This design comes from an exercise in tuning for small area on the open sky130 flow, not from production work.
Where RTL was checked, it was by simulation tests only, not by an equivalence proof against the original.
No functional check of the RTL was part of run 1.
Power figures rest on the tool's default switching activity, not on a simulated workload. No driver is modelled on the clock port, so clocking that relies on it looks cheaper here than on a real chip.

==> flow/design.v <==
`default_nettype none
package stream_buffer_pkg;
	localparam int SAMPLE_W = 16;
	localparam int WORD_W   = 2 * SAMPLE_W;
	localparam int FILL_W   = 32;
	localparam int STORE_DEPTH = 16;
	localparam int QUEUE_DEPTH = 4;
	localparam int CHAIN_DEPTH = STORE_DEPTH + QUEUE_DEPTH;
	localparam int TOTAL_W     = $clog2(CHAIN_DEPTH + 1);
	localparam int QCNT_W      = $clog2(QUEUE_DEPTH + 1);
	typedef logic [SAMPLE_W-1:0] sample_t;
	typedef logic [WORD_W-1:0]   word_t;
	typedef logic [FILL_W-1:0]   fill_t;
endpackage
`default_nettype wire
`default_nettype none
module word_packer (
	input  wire logic                       ti_clk,
	input  wire logic                       rst_n,
	input  wire logic                       write,
	input  wire stream_buffer_pkg::sample_t data_in,
	output stream_buffer_pkg::word_t        pk_data,
	output logic                            pair_done,
	output logic                            pk_valid,
	output logic                            pending
);
	stream_buffer_pkg::sample_t hold_q;
	assign pair_done = write & pending;
	always_ff @(posedge ti_clk or negedge rst_n) begin
		if (!rst_n) begin
			pending  <= 1'b0;
			pk_valid <= 1'b0;
		end else begin
			pk_valid <= pair_done;
			if (write) begin
				pending <= ~pending;
			end
		end
	end
	always_ff @(posedge ti_clk) begin
		if (write && !pending) begin
			hold_q <= data_in;
		end
	end
	assign pk_data = {hold_q, data_in};
endmodule
`default_nettype wire
`default_nettype none
module bulk_store (
	input  wire logic                                  ti_clk,
	input  wire stream_buffer_pkg::word_t              pk_data,
	input  wire logic                                  shift_lo,
	input  wire logic                                  shift_hi,
	output stream_buffer_pkg::word_t [stream_buffer_pkg::CHAIN_DEPTH-1:0] chain
);
	localparam int SD = stream_buffer_pkg::STORE_DEPTH;
	localparam int CD = stream_buffer_pkg::CHAIN_DEPTH;
	always_ff @(posedge ti_clk) begin
		if (shift_lo) begin
			chain[0] <= pk_data;
			for (int i = 1; i < SD; i++) begin
				chain[i] <= chain[i-1];
			end
		end
		if (shift_hi) begin
			for (int i = SD; i < CD; i++) begin
				chain[i] <= chain[i-1];
			end
		end
	end
endmodule
`default_nettype wire
`default_nettype none
module out_queue (
	input  wire logic                                  ti_clk,
	input  wire logic                                  rst_n,
	input  wire logic                                  push,
	input  wire logic                                  pair_done,
	input  wire logic                                  read,
	input  wire stream_buffer_pkg::word_t [stream_buffer_pkg::CHAIN_DEPTH-1:0] chain,
	output logic                                       shift_lo,
	output logic                                       shift_hi,
	output logic [stream_buffer_pkg::TOTAL_W-1:0]      total,
	output stream_buffer_pkg::word_t                   data_out
);
	localparam int CD     = stream_buffer_pkg::CHAIN_DEPTH;
	localparam int SD     = stream_buffer_pkg::STORE_DEPTH;
	localparam int QD     = stream_buffer_pkg::QUEUE_DEPTH;
	localparam int TW     = stream_buffer_pkg::TOTAL_W;
	localparam int QW     = stream_buffer_pkg::QCNT_W;
	logic [QW-1:0] qcount;
	logic          shown;
	logic          q_empty;
	logic          q_full;
	logic          q_last;
	logic          st_empty;
	logic          st_full;
	logic          xfer;
	logic          drop;
	logic          pop;
	logic          grow;
	logic          head_dn;
	logic          head_up;
	logic          head_down;
	logic [TW-1:0] total_next;
	logic [CD-1:0] head_q;
	logic [CD-1:0] sel;
	assign q_empty  = (qcount == '0);
	assign q_full   = (qcount == QW'(QD));
	assign q_last   = (qcount == QW'(1));
	assign st_empty = (total == TW'(qcount));
	assign st_full  = (total == TW'(qcount) + TW'(SD));
	assign xfer     = ~st_empty & ~q_full;
	assign drop     = push & st_full & ~xfer;
	assign pop      = read & ~q_empty;
	assign grow     = push & ~drop;
	assign total_next = total + TW'(grow) - TW'(pop);
	assign shift_lo = pair_done;
	assign shift_hi = pair_done & (total_next != TW'(CD));
	always_ff @(posedge ti_clk or negedge rst_n) begin
		if (!rst_n) begin
			total  <= '0;
			qcount <= '0;
			shown  <= 1'b0;
		end else begin
			total  <= total_next;
			qcount <= qcount + QW'(xfer) - QW'(pop);
			if (xfer) begin
				shown <= 1'b1;
			end
		end
	end
	assign head_dn   = q_empty ? xfer : (pop & ~(q_last & ~xfer));
	assign head_up   = shift_hi & ~head_dn;
	assign head_down = head_dn & ~shift_hi;
	always_ff @(posedge ti_clk or negedge rst_n) begin
		if (!rst_n) begin
			head_q <= CD'(1);
		end else if (head_up) begin
			head_q <= {head_q[CD-2:0], 1'b0};
		end else if (head_down) begin
			head_q <= {1'b0, head_q[CD-1:1]};
		end
	end
	assign sel = {head_q[CD-1:3], head_q[2:0] & {3{shown}}};
	stream_buffer_pkg::word_t [6:0] part;
	always_comb begin
		for (int k = 0; k < 7; k++) begin
			part[k] = '0;
			for (int j = 0; j < 3; j++) begin
				if (3*k+j < CD) part[k] = part[k] | ({stream_buffer_pkg::WORD_W{sel[3*k+j]}} & chain[3*k+j]);
			end
		end
		data_out = ((part[0] | part[1]) | (part[2] | part[3])) | ((part[4] | part[5]) | part[6]);
	end
endmodule
`default_nettype wire
`default_nettype none
module fill_monitor (
	input  wire logic                                  ti_clk,
	input  wire logic                                  rst_n,
	input  wire logic                                  pending,
	input  wire logic [stream_buffer_pkg::TOTAL_W-1:0] total,
	output stream_buffer_pkg::fill_t                   fill_count
);
	logic [stream_buffer_pkg::TOTAL_W:0] fill_q;
	always_ff @(posedge ti_clk or negedge rst_n) begin
		if (!rst_n) begin
			fill_q <= '0;
		end else begin
			fill_q <= {total, pending};
		end
	end
	assign fill_count = stream_buffer_pkg::fill_t'(fill_q);
endmodule
`default_nettype wire
`default_nettype none
module stream_buffer (
	input  wire logic                            ti_clk,
	input  wire logic                            rst_n,
	input  wire logic                            write,
	input  wire stream_buffer_pkg::sample_t      data_in,
	input  wire logic                            read,
	output logic [stream_buffer_pkg::WORD_W-1:0] data_out,
	output stream_buffer_pkg::fill_t             fill_count
);
	stream_buffer_pkg::word_t                                   pk_data;
	logic                                                       pk_valid;
	logic                                                       pair_done;
	logic                                                       pending;
	logic                                                       shift_lo;
	logic                                                       shift_hi;
	logic [stream_buffer_pkg::TOTAL_W-1:0]                      total;
	stream_buffer_pkg::word_t [stream_buffer_pkg::CHAIN_DEPTH-1:0] chain;
	word_packer u_packer (
		.ti_clk(ti_clk), .rst_n(rst_n), .write(write), .data_in(data_in),
		.pk_data(pk_data), .pair_done(pair_done), .pk_valid(pk_valid), .pending(pending)
	);
	bulk_store u_store (
		.ti_clk(ti_clk), .pk_data(pk_data), .shift_lo(shift_lo),
		.shift_hi(shift_hi), .chain(chain)
	);
	out_queue u_queue (
		.ti_clk(ti_clk), .rst_n(rst_n), .push(pk_valid), .pair_done(pair_done), .read(read),
		.chain(chain), .shift_lo(shift_lo), .shift_hi(shift_hi),
		.total(total), .data_out(data_out)
	);
	fill_monitor u_fill (
		.ti_clk(ti_clk), .rst_n(rst_n), .pending(pending), .total(total),
		.fill_count(fill_count)
	);
endmodule
`default_nettype wire
==> flow/flow/run.sh <==
#!/bin/bash
# The standard layout (standard.sh: the ORFS flow, standard synthesis) with
# three settings changed:
#  - ports are buffered with sky130_fd_sc_hd__buf_1 instead of the default cell
#  - clock tree sinks are clustered into groups of up to 30 within 100 um
#  - clock tree synthesis inserts no dummy loads
# Full make output goes to flow_make.log; ORFS's per-step logs are under orfs/logs.
set -euo pipefail
cd "$(dirname "${BASH_SOURCE[0]}")/.."
bash standard.sh \
  "BUFFER_PORTS_ARGS=-buffer_cell sky130_fd_sc_hd__buf_1" \
  "CTS_ARGS=-sink_clustering_enable -repair_clock_nets -sink_clustering_size 30 -sink_clustering_max_diameter 100 -dont_use_dummy_load" \
  finish > flow_make.log 2>&1
==> flow/standard.sh <==
#!/bin/bash
# synth_recipe.tcl (not shown) runs the flow's synth.tcl, then flattens the netlist and writes it again
# the make line also repeats each setting of config.mk as NAME=value (left out here)
make -C /OpenROAD-flow-scripts/flow DESIGN_CONFIG=/design/flow/config.mk WORK_HOME=/design/flow/orfs CLKGATE_MAP_FILE= SYNTH_SCRIPT=/design/flow/synth_recipe.tcl "${@:-finish}"
==> flow/config.mk <==
export PLATFORM = sky130hd
export DESIGN_NAME = stream_buffer
export DESIGN_NICKNAME = stream_buffer
export VERILOG_FILES = /design/flow/design.v
export SDC_FILE = /design/flow/constraint.sdc
export NUM_CORES = 4
export LEC_CHECK = 0
export CAP_MARGIN = 20
export CORE_MARGIN = 2
export CORE_UTILIZATION = 40
export SLEW_MARGIN = 20
==> flow/constraint.sdc <==
create_clock -name core_clock -period 4.0 [get_ports {ti_clk}]
set_input_delay 0.8000 -clock core_clock [delete_from_list [all_inputs] [get_ports {ti_clk}]]
set_output_delay 0.8000 -clock core_clock [all_outputs]
set_load 0.01 [all_outputs]
==> impl_summary.log, run 1 <==
[metrics] outcome: finished clean
[metrics] deepest clock path buffer count: 3
[metrics] Int Pwr: 0.0119 W
[metrics] layout-stage area growth over the synthesis result: 7.50%
[metrics] detailed-router iteration count before antenna repair: 9
[metrics] Floorplan Core Area: 61900 um^2
[metrics] Post-synth EDFFs: 656
[metrics] met2 Usage GRT: 28.1%
[metrics] final weighted congestion of routability-driven global placement: 0.793
[metrics] type of destination of the critical path: output port
[metrics] Slew Limit Headroom: 28.5%
[metrics] Post CTS Setup Buffer Count: 0
[metrics] GRT overflow: 0
[metrics] portion of total power attributed to sequential cells: 69.6%
[metrics] maximum ir drop on the vdd rail: 439 uV
[metrics] FP Rows: 91
[metrics] post-detailed-route DRC marker count: 0
[metrics] Gate Count Post-Synth: 1276
[metrics] maxcap violations: 0
[metrics] share of total power consumed by net switching: 25.8%
[metrics] final HPWL from detailed placement: 34300 um
[metrics] TritonCTS clock tree: yes
[metrics] shortest clock period the worst path allows after layout: 3560 ps
[metrics] starting density of the core: 40.6%
[metrics] post-detailed-routing wire length: 58800 um
[metrics] final setup violation count: 0
[metrics] share of flip-flops with an asynchronous set or reset after synthesis: 5.34%
[metrics] drt wl/cell: 27.2 um
[metrics] total power per unit cell area: 590 nW/um^2
[metrics] number of clock buffers inserted by TritonCTS: 27
[metrics] via count: 12.8k
[metrics] critical path launch point type: flop
[metrics] count of input and output buffers: 57
[metrics] final number of max-transition violations: 0
[metrics] worst-path fanout max: 30
[metrics] setup repair after global routing missed its margin: false
[metrics] clock skew: 73.5 ps
[metrics] leakage power figure: 8.35 nW
[metrics] gr usage total: 17.8%
[metrics] Main synth FF type: edfxtp_1
[metrics] share of post-route cells with drive strength above 1: 8.60%
[metrics] global-route wire length before repair: 85300 um
[metrics] count of nets after finishing: 1358
[metrics] cell area after placement: 26400 um^2
[metrics] clock latency (worst-skew pair): 600 ps
[metrics] met3 GRT Util: 2.53%
[metrics] number of diodes added for antenna fixing: 0
[metrics] # IOs: 84
[metrics] Root Buffer Master: clkbuf_16
[metrics] Switching Power: 0.00413 W
[metrics] number of hold violations in the final report: 0
[metrics] Final period util: 88.9%
[metrics] synthesized area: 25200 um^2
[metrics] H-tree lvl count: 1
[metrics] detailed-route vias per instance: 5.93
[metrics] class of the tightest hold or removal check: input pin to async pin
[metrics] cts repair resizes: 0
[metrics] Critical path origin: u_queue.head_q[8]
[metrics] most used cells in the layout excluding fill and tap cells: edfxtp_1 (656), a22oi_1 (96), a22o_1 (64), a222oi_1 (64), a221oi_1 (58)
[metrics] required arrival time at the worst endpoint: 3200 ps
[metrics] part of the total power dissipated in combinational logic: 9.9%
[metrics] width of the chip: 255 um
[metrics] Slew @ Worst Pin: 1070 ps
[metrics] cts-stage hold buffer count: 0
[metrics] achievable frequency: 281 MHz
[metrics] post-route ant nets: 0
[metrics] number of DRC markers after the initial detailed-route iteration: 1988
[metrics] Sinks on Clock Net: 693
[metrics] vias in the first global route: 12.7k
[metrics] number of antenna violations at the first check in global routing: 0
[metrics] critical path class: flop to output port
[metrics] Synth warnings: 4
[metrics] height of the die: 255 um
[metrics] Clk pin slew, worst setup/hold paths: 120 ps
[metrics] number of library cell types mapped by synthesis: 38
[metrics] die footprint: 65000 um^2
[metrics] sequential share of the synthesized area: 81.9%
[metrics] Setup WS post-layout: 445 ps
[metrics] Synth Register Bits: 693
[metrics] worst-case hold slack: 316 ps
[metrics] launch point of the worst reg-to-reg path: u_queue.qcount[1]
[metrics] Final Instance Area: 27100 um^2
[metrics] Clock power frac: 20.5%
[metrics] Synth Area per Inst: 19.7 um^2
[metrics] most common library cell in the layout ignoring fill and taps: edfxtp_1
[metrics] pin count of the biggest net entering global routing: 99
[metrics] layer with the highest usage after global routing: met2
[metrics] total power of the final layout: 0.0160 W
[metrics] Setup WS pre-CTS: 344 ps
[metrics] met1 Usage GRT: 26.3%
[metrics] Worst Path Arrival: 2760 ps
## area by class of cell
| type | instances | area (um^2) |
|---|---|---|
| sequential | 693 | 20600 |
| inverter | 14 | 56.3 |
| fill | 5346 | 34900 |
| tap | 837 | 1050 |
| multi-input combinational | 481 | 3870 |
| clock buffer | 27 | 676 |
| timing repair buffer | 111 | 771 |
## stage by stage
stage	cells	utilization, %	TNS (ps)
3_3_place_gp	2136	42.6	0
3_5_place_dp	2136	42.6	0
2_1_floorplan	1301	-	-2912950
5_1_grt	2163	43.7	0
6_report	2163	43.7	0
4_1_cts	2163	43.7	0
## worst paths after layout
check                                     to  slack, ps  depth (start not counted)
hold / removal              u_fill.fill_q[0]        320                          1
setup / recovery                data_out[31]        440                          6
max in group asynchronous  u_queue.head_q[6]       3040                          1
setup reg to reg           u_queue.head_q[9]        540                         14
min in group core_clock    u_store.chain[98]        390                          0
hold reg to reg            u_store.chain[98]        390                          0
## power by group through the flow
stage | sequential (W) | clock, W | combinational [W]
after floorplan | 0.0114 | 0 | 0.00104
after global placement | 0.0112 | 0 | 0.00154
after detailed placement | 0.0113 | 0 | 0.00161
after CTS | 0.0111 | 0.00334 | 0.00160
after global routing | 0.0113 | 0.00355 | 0.00173
final | 0.0111 | 0.00327 | 0.00158
## synth_stat cells (21+ instances only)
cell type,n,area [um^2]
buf_6,25,282
a22o_1,64,561
a22oi_1,96,721
buf_2,40,200
nand2_1,22,82.6
buf_4,27,203
edfxtp_1,656,19700
dfrtp_1,36,901
and4_1,32,280
a221oi_1,58,508
a222oi_1,64,641
o21ai_0,21,105
nand4_1,33,206
## worst max-delay path, stage by stage (launching register included)
cell and delay, ps:
dfrtp_2 1100, buf_4 300, a22o_1 170, a221oi_2 40, and4_1 230, nand4_1 90, buf_1 230
## cells by family after synthesis
family	after synthesis	share of synthesized area, %
other	1	0.0149
and+or+nand+nor	102	2.59
AOI/OAI and AO/OA	315	10.6
adders and majority gates	10	0.557
muxes	18	0.716
DFF	693	81.9
xor gates and xnor gates	10	0.348
buffers and inverters	127	3.25
## per-layer routing
metal / routed length, um / up-vias
met5: 0 / -
met4: 1200 / 0
met3: 5360 / 79
met2: 27500 / 647
met1: 24800 / 6671
li1: - / 5426
## flip-flops by register name, summed over array words and instances, names as in the netlist
register           cells
u_store.chain        640
u_queue.head_q        20
u_packer.hold_q       16
u_fill.fill_q          6
u_queue.total          5
u_queue.qcount         3
u_packer.pending       1
u_packer.pk_valid      1
u_queue.shown          1
==> run 2, diff against run 1 <==
--- a/flow/design.v
+++ b/flow/design.v
@@ -104,3 +104,7 @@
 	logic          head_down;
-	logic [TW-1:0] total_next;
+	logic          t_inc;
+	logic          t_dec;
+	logic          q_inc;
+	logic          q_dec;
+	logic          full_next;
 	logic [CD-1:0] head_q;
@@ -108,6 +112,6 @@
 	assign q_empty  = (qcount == '0);
-	assign q_full   = (qcount == QW'(QD));
+	assign q_full   = qcount[2];
 	assign q_last   = (qcount == QW'(1));
-	assign st_empty = (total == TW'(qcount));
-	assign st_full  = (total == TW'(qcount) + TW'(SD));
+	assign st_empty = (total[4:3] == 2'b00) & (total[2:0] == qcount);
+	assign st_full  = total[4] & (total[3:0] == {1'b0, qcount});
 	assign xfer     = ~st_empty & ~q_full;
@@ -116,5 +120,9 @@
 	assign grow     = push & ~drop;
-	assign total_next = total + TW'(grow) - TW'(pop);
-	assign shift_lo = pair_done;
-	assign shift_hi = pair_done & (total_next != TW'(CD));
+	assign t_inc = grow & ~pop;
+	assign t_dec = pop & ~grow;
+	assign q_inc = xfer & ~pop;
+	assign q_dec = pop & ~xfer;
+	assign full_next = (total[4] & total[2] & ~pop) | (total[4] & total[1] & total[0] & t_inc);
+	assign shift_lo  = pair_done;
+	assign shift_hi  = pair_done & ~full_next;
 	always_ff @(posedge ti_clk or negedge rst_n) begin
@@ -125,4 +133,12 @@
 		end else begin
-			total  <= total_next;
-			qcount <= qcount + QW'(xfer) - QW'(pop);
+			if (t_inc) begin
+				total <= total + 1'b1;
+			end else if (t_dec) begin
+				total <= total - 1'b1;
+			end
+			if (q_inc) begin
+				qcount <= qcount + 1'b1;
+			end else if (q_dec) begin
+				qcount <= qcount - 1'b1;
+			end
 			if (xfer) begin
@@ -145,11 +161,7 @@
 	assign sel = {head_q[CD-1:3], head_q[2:0] & {3{shown}}};
-	stream_buffer_pkg::word_t [6:0] part;
 	always_comb begin
-		for (int k = 0; k < 7; k++) begin
-			part[k] = '0;
-			for (int j = 0; j < 3; j++) begin
-				if (3*k+j < CD) part[k] = part[k] | ({stream_buffer_pkg::WORD_W{sel[3*k+j]}} & chain[3*k+j]);
-			end
-		end
-		data_out = ((part[0] | part[1]) | (part[2] | part[3])) | ((part[4] | part[5]) | part[6]);
+		data_out = '0;
+		for (int i = 0; i < CD; i++) begin
+			data_out = data_out | ({stream_buffer_pkg::WORD_W{sel[i]}} & chain[i]);
+		end
 	end
--- a/flow/flow/run.sh
+++ b/flow/flow/run.sh
@@ -12,2 +12,3 @@
   "CTS_ARGS=-sink_clustering_enable -repair_clock_nets -sink_clustering_size 30 -sink_clustering_max_diameter 100 -dont_use_dummy_load" \
+  GPL_ROUTABILITY_DRIVEN=0 \
   finish > flow_make.log 2>&1
==> run 2 against run 1 <==
Still clean. Routed wire length decreased by 0.62%. Area after synthesis increased by 0.25%. Utilization decreased by 0.71 points. Clock power about the same.
==> impl_summary.log, run 2 <==
[metrics] Final period util: 87.3%
[metrics] TritonCTS clock tree: yes
[metrics] Setup WS post-layout: 507 ps
[metrics] detailed-route vias per instance: 5.89
[metrics] share of flip-flops with an asynchronous set or reset after synthesis: 5.34%
[metrics] setup repair after global routing missed its margin: false
[metrics] height of the die: 255 um
[metrics] critical path launch point type: flop
[metrics] fraction of synthesized cell area taken by the top area cell type: 78.1%
[metrics] cts-stage hold buffer count: 0
[metrics] vias in the first global route: 12.7k
[metrics] Main synth FF type: edfxtp_1
[metrics] final setup violation count: 0
[metrics] most used cells in the layout excluding fill and tap cells: edfxtp_1 (656), a22oi_1 (96), a222oi_1 (64), a22o_1 (64), buf_1 (56)
[metrics] post-route ant nets: 0
[metrics] # IOs: 84
[metrics] type of destination of the critical path: output port
[metrics] number of clock buffers inserted by TritonCTS: 27
[metrics] pin count of the biggest net entering global routing: 195
[metrics] Post-synth EDFFs: 656
[metrics] Post CTS Setup Buffer Count: 0
[metrics] GRT overflow: 0
[metrics] post-detailed-route DRC marker count: 0
[metrics] Setup WS pre-CTS: 772 ps
[metrics] maximum ir drop on the vdd rail: 422 uV
[metrics] gr usage total: 17.9%
[metrics] worst-path fanout max: 30
[metrics] Root Buffer Master: clkbuf_16
[metrics] top area cells in the synthesized netlist: edfxtp_1 (78%), dfrtp_1 (3.6%), a22oi_1 (2.9%), a222oi_1 (2.5%), a22o_1 (2.2%)
[metrics] portion of total power attributed to sequential cells: 70.2%
[metrics] post-detailed-routing wire length: 58500 um
[metrics] worst-case hold slack: 295 ps
[metrics] largest register by flop count: u_store.chain
[metrics] top flop regs: u_store.chain: 640 flops, u_queue.head_q: 20 flops, u_packer.hold_q: 16 flops
[metrics] required arrival time at the worst endpoint: 3200 ps
[metrics] number of diodes added for antenna fixing: 0
[metrics] synthesized area: 25200 um^2
[metrics] clock latency (worst-skew pair): 600 ps
[metrics] library cell with the largest summed area after synthesis: edfxtp_1
[metrics] sequential share of the synthesized area: 81.7%
[metrics] final HPWL from detailed placement: 32600 um
[metrics] detailed-router iteration count before antenna repair: 8
[metrics] share of post-route cells with drive strength above 1: 7.84%
[metrics] via count: 12.7k
[metrics] Sinks on Clock Net: 693
[metrics] FP Rows: 92
[metrics] drt wl/cell: 27.1 um
[metrics] number of flip-flops under the largest register name: 640
[metrics] achievable frequency: 286 MHz
[metrics] leading cell type by number of instances after synthesis: edfxtp_1
[metrics] starting density of the core: 40.2%
[metrics] share of total power consumed by net switching: 25.5%
[metrics] Synth warnings: 4
[metrics] die footprint: 65100 um^2
[metrics] maxcap violations: 0
[metrics] Clock power frac: 20.8%
[metrics] Clk pin slew, worst setup/hold paths: 120 ps
[metrics] part of the total power dissipated in combinational logic: 9.0%
[metrics] critical path class: flop to output port
[metrics] Synth Register Bits: 693
[metrics] Floorplan Core Area: 62700 um^2
[metrics] number of antenna violations at the first check in global routing: 0
[metrics] count of input and output buffers: 57
[metrics] layout-stage area growth over the synthesis result: 6.84%
[metrics] filler instances: 5395
[metrics] shortest clock period the worst path allows after layout: 3490 ps
[metrics] Worst Path Arrival: 2690 ps
[metrics] outcome: finished clean
[metrics] number of DRC markers after the initial detailed-route iteration: 1759
[metrics] clock skew: 57.3 ps
[metrics] most common library cell in the layout ignoring fill and taps: edfxtp_1
[metrics] leakage power figure: 8.27 nW
[metrics] class of the tightest hold or removal check: input pin to async pin
[metrics] total power per unit cell area: 582 nW/um^2
[metrics] Int Pwr: 0.0117 W
[metrics] count of nets after finishing: 1346
[metrics] deepest clock path buffer count: 3
[metrics] global-route wire length before repair: 85800 um
[metrics] final number of max-transition violations: 0
[metrics] Gate Count Post-Synth: 1279
[metrics] Synth Area per Inst: 19.7 um^2
[metrics] Slew Limit Headroom: 23.6%
[metrics] Slew @ Worst Pin: 1150 ps
[metrics] H-tree lvl count: 1
[metrics] top cell types by occurrence after synthesis: edfxtp_1 (656), a22oi_1 (96), a222oi_1 (64), a22o_1 (64), a221oi_1 (55)
[metrics] cts repair resizes: 0
[metrics] number of library cell types mapped by synthesis: 43
[metrics] width of the chip: 255 um
[metrics] Switching Power: 0.00400 W
[metrics] number of hold violations in the final report: 0
-- run 2: final timing paths --
path	startpoint	end	slack [ps]	depth (start not counted)
max	u_queue.head_q[7]	data_out[6]	510	5
min	rst_n	u_queue.qcount[1]	300	1
max reg2reg	u_queue.total[1]	u_store.chain[538]	950	7
min reg2reg	u_packer.hold_q[9]	u_store.chain[25]	390	0
max in group asynchronous	rst_n	u_queue.head_q[18]	3050	1
min in group core_clock	data_in[7]	u_packer.hold_q[7]	380	1
-- run 2: logic make-up after synthesis --
family                     share of synthesized area (%)
xor gates and xnor gates                           0.347
buffers and inverters                               3.08
muxes                                              0.798
DFF                                                 81.7
other                                             0.0149
adders and majority gates                          0.575
AOI/OAI and AO/OA                                   10.9
and+or+nand+nor                                     2.58
-- run 2: final cells by class --
type | instances | area [um^2] | share of cell area [%]
Clock buffer | 27 | 676 | 2.51
Inverter | 5 | 18.8 | 0.0696
Multi-Input combinational cell | 493 | 3950 | 14.6
Sequential cell | 693 | 20600 | 76.6
Tap cell | 846 | 1060 | 3.93
Timing Repair Buffer | 95 | 613 | 2.27
-- run 2: critical path, stage by stage (launching register included) --
cell      delay, ps
dfrtp_2        1150
a22o_1          290
a221oi_1         50
and4_1          250
nand4_1         170
buf_1           180
-- run 2: through the flow --
stage / instance area (um^2) / utilization [%] / setup TNS (ps) / instances / power [W]
6_report: 27000 / 43.0 / 0 / 2159 / 0.0157
5_1_grt: 27000 / 43.0 / 0 / 2159 / 0.0163
4_1_cts: 27000 / 43.0 / 0 / 2159 / 0.0158
3_5_place_dp: 26300 / 41.9 / 0 / 2132 / 0.0126
3_3_place_gp: 26300 / 41.9 / 0 / 2132 / 0.0125
2_1_floorplan: 25400 / - / -2000700 / 1304 / 0.0119
-- run 2: layer usage --
layer | track usage (%) | vias up | wire [um]
met1 | 26.2 | 6626 | 24900
met5 | 0 | - | 0
li1 | - | 5411 | -
met4 | 3.83 | 0 | 982
met3 | 3.20 | 61 | 5270
met2 | 28.0 | 614 | 27300
-- run 2: power groups by stage --
| stage | logic, W | registers (W) | clock network, W |
|---|---|---|---|
| after global routing | 0.00156 | 0.0112 | 0.00358 |
| after global placement | 0.00138 | 0.0111 | 0 |
| after CTS | 0.00143 | 0.0110 | 0.00336 |
| final | 0.00141 | 0.0110 | 0.00327 |
| after floorplan | 0.000970 | 0.0110 | 0 |
| after detailed placement | 0.00143 | 0.0112 | 0 |
==> run 3, diff against run 2 <==
--- a/flow/flow/run.sh
+++ b/flow/flow/run.sh
@@ -12,3 +12,3 @@
   "CTS_ARGS=-sink_clustering_enable -repair_clock_nets -sink_clustering_size 30 -sink_clustering_max_diameter 100 -dont_use_dummy_load" \
-  GPL_ROUTABILITY_DRIVEN=0 \
+  PLACE_DENSITY=0.7 \
   finish > flow_make.log 2>&1
==> run 3 against run 2 <==
Global-route usage shrank 0.59 points. Non-clock buffer count shrank 7. Sequential cell count is the same. Cell area is essentially flat. Clock-buffer cell count is the same. Register-to-register slack gained 40 ps. Critical path depth grew 1. Critical path type unchanged. Critical endpoint is now data_out[30]. Largest power group unchanged. Highest routed layer is now met5.
==> impl_summary.log, run 3 <==
[metrics] outcome: finished clean
[metrics] Final period util: 89.6%
[metrics] Top Family by Delay on Critical Path: simple AND/OR/NAND/NOR gates
[metrics] deepest clock path buffer count: 3
[metrics] Synth Area per Inst: 19.7 um^2
[metrics] top cell types by occurrence after synthesis: edfxtp_1 (656), a22oi_1 (96), a222oi_1 (64), a22o_1 (64), a221oi_1 (55)
[metrics] number of clock buffers inserted by TritonCTS: 27
[metrics] maximum cell stage delay along the critical path: 570 ps
[metrics] global-route wire length before repair: 83200 um
[metrics] Setup WS post-layout: 417 ps
[metrics] Slew @ Worst Pin: 1220 ps
[metrics] drt wl/cell: 26.3 um
[metrics] cts repair resizes: 0
[metrics] Setup WS pre-CTS: 834 ps
[metrics] maxcap violations: 0
[metrics] termination of the worst setup path: data_out[30]
[metrics] portion of total power attributed to sequential cells: 70.5%
[metrics] number of flip-flops under the largest register name: 640
[metrics] most common library cell in the layout ignoring fill and taps: edfxtp_1
[metrics] type of destination of the critical path: output port
[metrics] clock latency (worst-skew pair): 600 ps
[metrics] leakage power figure: 8.24 nW
[metrics] sequential share of the synthesized area: 81.7%
[metrics] number of antenna violations at the first check in global routing: 2
[metrics] number of hold violations in the final report: 0
[metrics] Gate Count Post-Synth: 1279
[metrics] launch point of the worst reg-to-reg path: u_queue.total[1]
[metrics] total power per unit cell area: 581 nW/um^2
[metrics] TritonCTS clock tree: yes
[metrics] synthesized area: 25200 um^2
[metrics] reg-to-reg slack, setup: 990 ps
[metrics] starting density of the core: 40.2%
[metrics] fraction of synthesized cell area taken by the top area cell type: 78.1%
[metrics] most used cells in the layout excluding fill and tap cells: edfxtp_1 (656), a22oi_1 (96), a222oi_1 (64), a22o_1 (64), buf_1 (56)
[metrics] share of post-route cells with drive strength above 1: 7.35%
[metrics] shortest clock period the worst path allows after layout: 3580 ps
[metrics] cts-stage hold buffer count: 0
[metrics] Synth warnings: 4
[metrics] Post CTS Setup Buffer Count: 0
[metrics] number of DRC markers after the initial detailed-route iteration: 1674
[metrics] final weighted congestion of routability-driven global placement: 0.782
[metrics] Critical path origin: u_queue.head_q[0]
[metrics] maximum ir drop on the vdd rail: 353 uV
[metrics] H-tree lvl count: 1
[metrics] gr usage total: 17.3%
[metrics] worst-path fanout max: 17
[metrics] class of the tightest hold or removal check: input pin to async pin
[metrics] final HPWL from detailed placement: 31700 um
[metrics] clock skew: 54.1 ps
[metrics] reg-to-reg endpoint: u_store.chain[526]
[metrics] Clk pin slew, worst setup/hold paths: 120 ps
[metrics] top flop regs: u_store.chain: 640 flops, u_queue.head_q: 20 flops, u_packer.hold_q: 16 flops
[metrics] detailed-router iteration count before antenna repair: 6
[metrics] height of the die: 255 um
[metrics] top area cells in the synthesized netlist: edfxtp_1 (78%), dfrtp_1 (3.6%), a22oi_1 (2.9%), a222oi_1 (2.5%), a22o_1 (2.2%)
[metrics] Floorplan Core Area: 62700 um^2
[metrics] Switching Power: 0.00395 W
[metrics] library cell with the largest summed area after synthesis: edfxtp_1
[metrics] R2R cell count: 7
[metrics] post-detailed-route DRC marker count: 0
[metrics] Post-synth EDFFs: 656
[metrics] vias in the first global route: 12.7k
[metrics] layout-stage area growth over the synthesis result: 6.77%
[metrics] number of library cell types mapped by synthesis: 43
[metrics] via count: 12.8k
[metrics] final setup violation count: 0
[metrics] Slew Limit Headroom: 18.7%
[metrics] post-detailed-routing wire length: 56600 um
[metrics] share of flip-flops with an asynchronous set or reset after synthesis: 5.34%
[metrics] setup tns final: 0 ps
[metrics] required arrival time at the worst endpoint: 3200 ps
[metrics] crit path buf inv count: 2
[metrics] post-route ant nets: 0
[metrics] Main synth FF type: edfxtp_1
[metrics] cell with the largest stage delay on the worst path: and2_2
[metrics] achievable frequency: 279 MHz
[metrics] pin count of the biggest net entering global routing: 181
[metrics] Sinks on Clock Net: 693
[metrics] GRT overflow: 0
[metrics] setup repair after global routing missed its margin: false
[metrics] part of the total power dissipated in combinational logic: 8.9%
[metrics] detailed-route vias per instance: 5.93
[metrics] Int Pwr: 0.0117 W
[metrics] largest register by flop count: u_store.chain
[metrics] critical path launch point type: flop
[metrics] filler instances: 5310
[metrics] final number of max-transition violations: 0
[metrics] number of diodes added for antenna fixing: 0
[metrics] post-layout util: 43.0%
[metrics] width of the chip: 255 um
[metrics] Root Buffer Master: clkbuf_16
[metrics] FP Rows: 92
[metrics] count of nets after finishing: 1339
[metrics] critical path class: flop to output port
[metrics] die footprint: 65100 um^2
[metrics] Synth Register Bits: 693
[metrics] Worst Path Arrival: 2780 ps
[metrics] count of input and output buffers: 57
[metrics] share of total power consumed by net switching: 25.3%
[metrics] worst-case hold slack: 59.5 ps
[metrics] Clock power frac: 20.6%
[metrics] total stage count of the critical path: 6
[metrics] leading cell type by number of instances after synthesis: edfxtp_1
[metrics] cell-by-cell trace of the critical path: and2_2, buf_4, a222oi_1, and4_1, nand4_1, buf_1
[metrics] # IOs: 84
[run 3: cell counts after synthesis]
Identical to the previous run, type by type.
[run 3: layout make-up]
type	instances	area [um^2]	share of cell area (%)
clock buffers	27	676	2.51
inverters	5	18.8	0.0696
multi-input cells	493	3950	14.7
flip-flops and latches	693	20600	76.6
well taps	846	1060	3.93
repair buffers	88	598	2.22
[run 3: kinds of logic after synthesis]
logic type | Yosys count | synth area share (%)
AOI/OAI and AO/OA | 324 | 10.9
xor gates and xnor gates | 10 | 0.347
adders and majority gates | 11 | 0.575
buffers and inverters | 118 | 3.08
DFF | 693 | 81.7
muxes | 20 | 0.798
other | 1 | 0.0149
and+or+nand+nor | 102 | 2.58
[run 3: worst min-delay path by stage]
stage | end | slack (ps) | cells after the start
after floorplan | u_store.chain[16] | 400 | 0
after global placement | u_store.chain[27] | 400 | 0
after detailed placement | u_store.chain[27] | 400 | 0
after CTS | u_queue.total[0] | 340 | 1
after global routing | u_fill.fill_q[5] | 50 | 1
final | u_queue.total[0] | 60 | 1
[run 3: metal layers]
metal,routed length (um),track usage (%),up-vias
li1,-,-,5403
met1,23300,24.7,6552
met2,26400,27.3,734
met4,979,3.44,2
met3,5920,3.99,76
met5,13,0,-
[run 3: power groups by stage]
stage	registers, W	clock network [W]	logic (W)
2_1_floorplan	0.0110	0	0.000970
6_report	0.0110	0.00323	0.00139
4_1_cts	0.0110	0.00327	0.00140
5_1_grt	0.0112	0.00350	0.00154
3_3_place_gp	0.0111	0	0.00134
3_5_place_dp	0.0112	0	0.00139
[run 3: through the flow]
stage | cell area, um^2 | total power (W) | std cells
final | 26900 | 0.0156 | 2152
after global routing | 26900 | 0.0162 | 2152
after floorplan | 25400 | 0.0119 | 1304
after global placement | 26200 | 0.0124 | 2124
after CTS | 26900 | 0.0157 | 2151
after detailed placement | 26200 | 0.0126 | 2124
==> run 4, diff against run 3 <==
--- a/flow/flow/run.sh
+++ b/flow/flow/run.sh
@@ -12,3 +12,2 @@
   "CTS_ARGS=-sink_clustering_enable -repair_clock_nets -sink_clustering_size 30 -sink_clustering_max_diameter 100 -dont_use_dummy_load" \
-  PLACE_DENSITY=0.7 \
   finish > flow_make.log 2>&1
==> run 4 against run 3 <==
First-iteration DRC count increased by 5.1%. Power increased by 0.30%. Synthesized cell count unchanged. Area after synthesis unchanged. Worst hold slack improved by 240 ps. Sequential cell count unchanged. Clock-buffer cell count unchanged. Critical path depth decreased by 1. Clock power increased by 1%. Combinational power about the same. Still clean.
==> impl_summary.log, run 4 <==
[metrics] outcome: finished clean
[metrics] maximum cell stage delay along the critical path: 1150 ps
[metrics] Main synth FF type: edfxtp_1
[metrics] most used cells in the layout excluding fill and tap cells: edfxtp_1 (656), a22oi_1 (96), a222oi_1 (64), a22o_1 (64), buf_1 (56)
[metrics] H-tree lvl count: 1
[metrics] TritonCTS clock tree: yes
[metrics] cts repair resizes: 0
[metrics] layout-stage area growth over the synthesis result: 6.84%
[metrics] number of library cell types mapped by synthesis: 43
[metrics] Synth Register Bits: 693
[metrics] height of the die: 255 um
[metrics] Sinks on Clock Net: 693
[metrics] worst-path fanout max: 30
[metrics] GRT overflow: 0
[metrics] top flop regs: u_store.chain: 640 flops, u_queue.head_q: 20 flops, u_packer.hold_q: 16 flops
[metrics] non-filler instance count after layout: 2159
[metrics] final number of max-transition violations: 0
[metrics] final weighted congestion of routability-driven global placement: 0.786
[metrics] leakage power figure: 8.27 nW
[metrics] achievable frequency: 286 MHz
[metrics] Clk pin slew, worst setup/hold paths: 120 ps
[metrics] cell-by-cell trace of the critical path: a22o_1, a221oi_1, and4_1, nand4_1, buf_1
[metrics] Post-Synth XOR/XNOR Area: 0.347%
[metrics] Int Pwr: 0.0117 W
[metrics] number of flip-flops under the largest register name: 640
[metrics] most common library cell in the layout ignoring fill and taps: edfxtp_1
[metrics] mux contribution to synthesized area: 0.798%
[metrics] width of the chip: 255 um
[metrics] count of nets after finishing: 1346
[metrics] critical path class: flop to output port
[metrics] via count: 12.7k
[metrics] Gate Count Post-Synth: 1279
[metrics] FP Rows: 92
[metrics] setup repair after global routing missed its margin: false
[metrics] leading cell type by number of instances after synthesis: edfxtp_1
[metrics] post-detailed-routing wire length: 58500 um
[metrics] detailed-route vias per instance: 5.89
[metrics] top cell types by occurrence after synthesis: edfxtp_1 (656), a22oi_1 (96), a222oi_1 (64), a22o_1 (64), a221oi_1 (55)
[metrics] simple-gate share of the synthesized area: 2.58%
[metrics] shortest clock period the worst path allows after layout: 3490 ps
[metrics] count of input and output buffers: 57
[metrics] library cell with the largest summed area after synthesis: edfxtp_1
[metrics] post-route ant nets: 0
[metrics] cell with the largest stage delay on the worst path: dfrtp_2
[metrics] required arrival time at the worst endpoint: 3200 ps
[metrics] global-route wire length before repair: 85800 um
[metrics] Clock power frac: 20.8%
[metrics] type of destination of the critical path: output port
[metrics] share of total power consumed by net switching: 25.5%
[metrics] drt wl/cell: 27.1 um
[metrics] post-detailed-route DRC marker count: 0
[metrics] number of antenna violations at the first check in global routing: 0
[metrics] die footprint: 65100 um^2
[metrics] class of the tightest hold or removal check: input pin to async pin
[metrics] post-placement cell count: 2132
[metrics] fraction of synthesized cell area taken by the top area cell type: 78.1%
[metrics] top area cells in the synthesized netlist: edfxtp_1 (78%), dfrtp_1 (3.6%), a22oi_1 (2.9%), a222oi_1 (2.5%), a22o_1 (2.2%)
[metrics] detailed-router iteration count before antenna repair: 8
[metrics] largest register by flop count: u_store.chain
[metrics] adder-cell share of the synthesized area: 0.575%
[metrics] clock latency (worst-skew pair): 600 ps
[metrics] clock skew: 57.3 ps
[metrics] final HPWL from detailed placement: 32600 um
[metrics] Post-synth EDFFs: 656
[metrics] starting density of the core: 40.2%
[metrics] # IOs: 84
[metrics] sequential share of the synthesized area: 81.7%
[metrics] Final period util: 87.3%
[metrics] number of clock buffers inserted by TritonCTS: 27
[metrics] total power per unit cell area: 582 nW/um^2
[metrics] part of the total power dissipated in combinational logic: 9.0%
[metrics] number of hold violations in the final report: 0
[metrics] synthesized area: 25200 um^2
[metrics] Switching Power: 0.00400 W
[metrics] Slew @ Worst Pin: 1150 ps
[metrics] cts-stage hold buffer count: 0
[metrics] share of post-route cells with drive strength above 1: 7.84%
[metrics] vias in the first global route: 12.7k
[metrics] gr usage total: 17.9%
[metrics] deepest clock path buffer count: 3
[metrics] maxcap violations: 0
[metrics] Slew Limit Headroom: 23.6%
[metrics] number of diodes added for antenna fixing: 0
[metrics] pin count of the biggest net entering global routing: 195
[metrics] portion of total power attributed to sequential cells: 70.2%
[metrics] Worst Path Arrival: 2690 ps
[metrics] share of flip-flops with an asynchronous set or reset after synthesis: 5.34%
[metrics] post-layout util: 43.0%
[metrics] number of DRC markers after the initial detailed-route iteration: 1759
[metrics] Synth warnings: 4
[metrics] Floorplan Core Area: 62700 um^2
[metrics] Root Buffer Master: clkbuf_16
[metrics] Synth Area per Inst: 19.7 um^2
[metrics] Post CTS Setup Buffer Count: 0
[metrics] maximum ir drop on the vdd rail: 422 uV
[metrics] largest family of logic cells by synthesized area: compound AO/OA/AOI/OAI gates
[metrics] critical path launch point type: flop
[metrics] complex-gate fraction of the synthesized area: 10.9%
[metrics] final setup violation count: 0
-- run 4: path summary, 6_finish.rpt --
path | from | to | slack (ps) | depth (start not counted)
max in group asynchronous | rst_n | u_queue.head_q[18] | 3050 | 1
worst min register to register | u_packer.hold_q[9] | u_store.chain[25] | 390 | 0
worst max-delay path | u_queue.head_q[7] | data_out[6] | 510 | 5
worst min-delay path | rst_n | u_queue.qcount[1] | 300 | 1
worst max register to register | u_queue.total[1] | u_store.chain[538] | 950 | 7
min in group core_clock | data_in[7] | u_packer.hold_q[7] | 380 | 1
-- run 4: critical path: cells and delay by family, from the launching register on --
family	cells	cell delay, ps
AND/OR/NAND/NOR	2	420
AO/OA/AOI/OAI	2	340
buffers and inverters	1	180
flip-flops	1	1150
-- run 4: stage by stage --
stage | area, um^2 | setup slack (ps) | hold WS, ps | setup TNS [ps] | total power (W)
after global placement | 26300 | 883 | 401 | 0 | 0.0125
after detailed placement | 26300 | 772 | 405 | 0 | 0.0126
final | 27000 | 507 | 295 | 0 | 0.0157
after CTS | 27000 | 471 | 330 | 0 | 0.0158
after floorplan | 25400 | -11610 | 400 | -2000700 | 0.0119
after global routing | 27000 | 379 | 341 | 0 | 0.0163
-- run 4: cells by family after synthesis --
kind of cell    count (synthesis)
buf+inv                       118
xor+xnor                       10
simple gates                  102
other cells                     1
mux                            20
compound gates                324
fa+ha+maj                      11
flops                         693
-- run 4: routing by layer --
metal	vias up	GRT usage, %	share of wire, %
li1	5411	-	-
met1	6626	26.2	43
met2	614	28.0	47
met3	61	3.20	9.0
met4	0	3.83	1.7
met5	-	0	0
-- run 4: layout make-up --
cell class	instances	area, um^2
multi-input combinational	493	3950
fill	5395	35800
timing repair buffer	95	613
tap	846	1060
sequential	693	20600
inverter	5	18.8
clock buffer	27	676
-- run 4: power by group through the flow --
stage,sequential [W],combinational [W],clock [W]
6_report,0.0110,0.00141,0.00327
5_1_grt,0.0112,0.00156,0.00358
4_1_cts,0.0110,0.00143,0.00336
3_5_place_dp,0.0112,0.00143,0
3_3_place_gp,0.0111,0.00138,0
2_1_floorplan,0.0110,0.000970,0

static timing again, ports no longer ideal:
Ports are ideal in the flow. The routed layouts listed here were re-timed in OpenROAD.
Step 1 sets driving cells, clkbuf_16 on the clock port and buf_2 on the other inputs (assumed; they add their load-dependent delay and slew).
Step 2 adds t to the input delays and takes it off the output delays; t is the mean of the earliest and latest rising clock arrival at the registers after step 1. Input paths then give back, and output paths get back, about the clock's delay inside the block.
a / b / c = ideal ports / drivers / drivers and shift; a / b = the first two.
run | t (ns) | slack for setup (ns) | worst setup path after step 2
run 1 | 0.621 | 0.445 / 0.390 / 0.374 | input to register
run 2 | 0.637 | 0.507 / 0.446 / 0.952 | register to register
run 3 | 0.638 | 0.417 / 0.356 / 0.986 | register to register
run 4 | 0.637 | 0.507 / 0.446 / 0.952 | register to register
After both steps every run listed still meets setup and hold. For run 1, which loses most, drivers alone change the setup slack by -0.055 ns; drivers and shift together by -0.071 ns.
